Context: an optimization exercise on an open-source flow, tuned for small area, a short achievable clock period and few clock cycles per item. The choices shown serve that exercise and are no tape-out recipe. Only simulation tests tie the RTL to the original design; equivalence was not proved. Power figures rest on the tool's default switching activity, not on a simulated workload.

Setup of run A:
// ddr_persona_top
module ddr_persona_top (
   input  logic                      pr_region_clk,
   input  logic                      rst_n,
   input  logic [reg_addr_width-1:0] reg_address,
   input  logic                      reg_write,
   input  logic                      reg_read,
   input  logic [data_width-1:0]     reg_writedata,
   output logic [data_width-1:0]     reg_readdata
);
   logic                   start_run;
   logic                   clear_run;
   logic                   mode_wr;
   logic                   mode_rd;
   logic                   mode_inj;
   logic [data_width-1:0]  base;
   logic [count_width-1:0] count;
   logic [data_width-1:0]  seed;
   logic [data_width-1:0]  base_next;
   logic [count_width-1:0] count_next;
   logic [data_width-1:0]  seed_next;
   logic                   run_done;
   logic                   busy;
   logic                   done;
   logic                   pass;
   logic [count_width-1:0] error_count;
   logic [count_width-1:0] words_checked;
   logic                   wr_step1, wr_step2, wr_step3;
   logic                   cmp_step1, cmp_step2, cmp_step3;
   logic                   inject;
   logic                   base_wr;
   logic                   count_wr;
   logic                   seed_wr;
   logic                   cmp_next1;
   logic [mem_depth-1:0]   cmp_valid;
   logic [mem_depth-1:0]   mismatch;
   persona_reg_decode i_reg_decode (
      .pr_region_clk (pr_region_clk),
      .rst_n         (rst_n),
      .reg_address   (reg_address),
      .reg_write     (reg_write),
      .reg_read      (reg_read),
  ...
Size in the first run: ~7,600 cells after synthesis, roughly 2,400 flip-flops, ~71 I/O pins, ~110,000 um^2 of cells after synthesis.
clock: 6.5 ns
lec_check: 0
cap_margin: 20
core_margin: 2
core_utilization: 65
cts_cluster_diameter: 70
cts_cluster_size: 20
setup_slack_margin: 3.7
slew_margin: 20
tns_end_percent: 50
standard.sh (not shown) runs the stock make flow with config.mk's settings and CLKGATE_MAP_FILE= SYNTH_SCRIPT=/design/flow/synth_recipe.tcl, a recipe that flattens the netlist after the stock synthesis.
==> flow/flow/run.sh <==
#!/bin/bash
# The standard layout, with the port buffers made of buf_4 cells instead of
# the default delay-buffer cells, so the register-to-output and
# input-to-register paths do not carry a slow buffer.
set -euo pipefail
bash standard.sh "BUFFER_PORTS_ARGS=-buffer_cell sky130_fd_sc_hd__buf_4" finish > standard_flow.log 2>&1
Testbench counts of run A, summed over its fixed seeds: cycles 9,741, words 40,972.
Modified inputs, run B compared to run A
Settings: CORE_UTILIZATION: 65 -> 55.
Run B ends up with a cell count after placement that is 358 higher than in run A. As far as combinational power is concerned, run A and run B perform about the same. Looking at fraction of area in registers, run B sits 0.17 points below run A. Compared with run A, run B shows clock network fraction of total power higher by 1.0 points. Compared with run A, run B shows number of non-clock buffers that has gone down by a few percent. Total area of multi-input combinational cells was higher in the run labelled run A. Comparing run A and run B, the higher cell internal power dissipation is on run B. Proportion of power drawn by combinational gates was higher in run A than in run B. Diff run A -> run B: met3 capacity usage during global routing dropped 6.7 points; post-CTS setup-driven buffer insertion count dropped 22%.
Changes in run C relative to run B:
Settings: SETUP_SLACK_MARGIN: 3.7 -> 4.0.
[summary]
On required time at the endpoint of the critical path, the lower figure sits with run B, not run C.
No stage failed in run B, and the final checks on the layout all came back clean.
Every stage of the flow completed for run C, and the final layout passed the timing, design-rule and antenna checks.
Relative to run B, the final non-filler cell area measured on run C has increased by a little under 10%.
The estimated power of run C ends up higher than the estimate for run B.
For run C, the critical path launch point was i_reg_decode.base_reg[2]$_DFFE_PN0P_, unlike run B, where it was i_mem_access.wr_step3$_DFF_PN0_.
Measured against run C, the first-pass GRT wire length of run B comes out at 0.927 times the reference value.
The lower sequential power came out of run C.
Summary: with run B as the reference, final cell count in run C moved up by a few percent.
Run C vs. run B: cell area after synthesis closely matched the old numbers, layout overhead on the synthesized area rose by 8.6 points.
Run C vs run B, met2 track demand over resource went up by 3.7 points.
Setup slack: run C more than run B

* * *

## main
ddr_persona_top, a different RTL version from the one above (not shown whole).
Size: ~7400 cells after synthesis, ~2300 flip-flops.
clock: 6.5 ns
lec_check: 0
cap_margin: 20
core_margin: 2
core_utilization: 45
setup_slack_margin: 3.5
slew_margin: 20
tns_end_percent: 10
run.sh (not shown) runs the stock make flow with config.mk's settings and CLKGATE_MAP_FILE= SYNTH_SCRIPT=/design/flow/synth_recipe.tcl, a recipe that flattens the netlist after the stock synthesis.
Stock flow here: none of the scripts above is used.
Having completed the whole flow, main delivered a layout that passed the timing, design-rule and antenna checks.
Testbench counts of main, summed over its fixed seeds: cycles 9,741, words 40,972.
Edits applied to the flow inputs when going from main to the feature branch:
Settings: CTS_BUF_LIST now sky130_fd_sc_hd__clkbuf_8, previously not set.
==> comparison <==
~same area of the multi-input gates in the feature branch and main. Delta (the feature branch minus main): worst setup slack about even; area overhead of the layout relative to synthesis fell 0.53 points; first-iteration detailed-routing DRC count fell 396; worst ir drop on vdd fell 0.018 mV; critical path depth rose 3. Between main and the feature branch, the part of the cycle the worst path needs figures differ only marginally. Post-layout net count (the feature branch over main): increase, 2.2%. Summary of the feature branch over main: routed wire length per instance fell by about 1.4%; clock-buffer cell count rose by 37%; total design power fell by about 2%.

[what the ideal ports hide]
No port has a modelled driver above. Below, the same layouts with a new extraction and two added sets of constraints. Step 1 assumes that a clkbuf_16 drives the clock port and a buf_2 every other input. Step 2 times the ports against the registers' clock, not the clock port: input delays grow and output delays shrink by t, the midpoint of the rising clock arrivals with the driver on. a / b / c = ideal / step 1 / step 2; a / b = the first two.
run | t (ns) | setup WS [ns] | worst setup path after step 2 | clock arrival spread, ns
run A | 0.931 | 3.443 / 3.443 / 2.629 | input to register | 0.035 / 0.035
run B | 0.950 | 3.530 / 3.530 / 2.673 | input to register | 0.050 / 0.051
run C | 0.951 | 3.650 / 3.650 / 2.775 | input to register | 0.037 / 0.037
main | 0.988 | 3.017 / 3.017 / 2.364 | input to register | 0.098 / 0.099
the feature branch | 1.192 | 3.014 / 3.014 / 2.210 | input to register | 0.128 / 0.129
After both steps every run listed still meets setup and hold. For run C, which loses most, drivers alone change the setup slack by 0.000 ns; drivers and shift together by -0.875 ns.
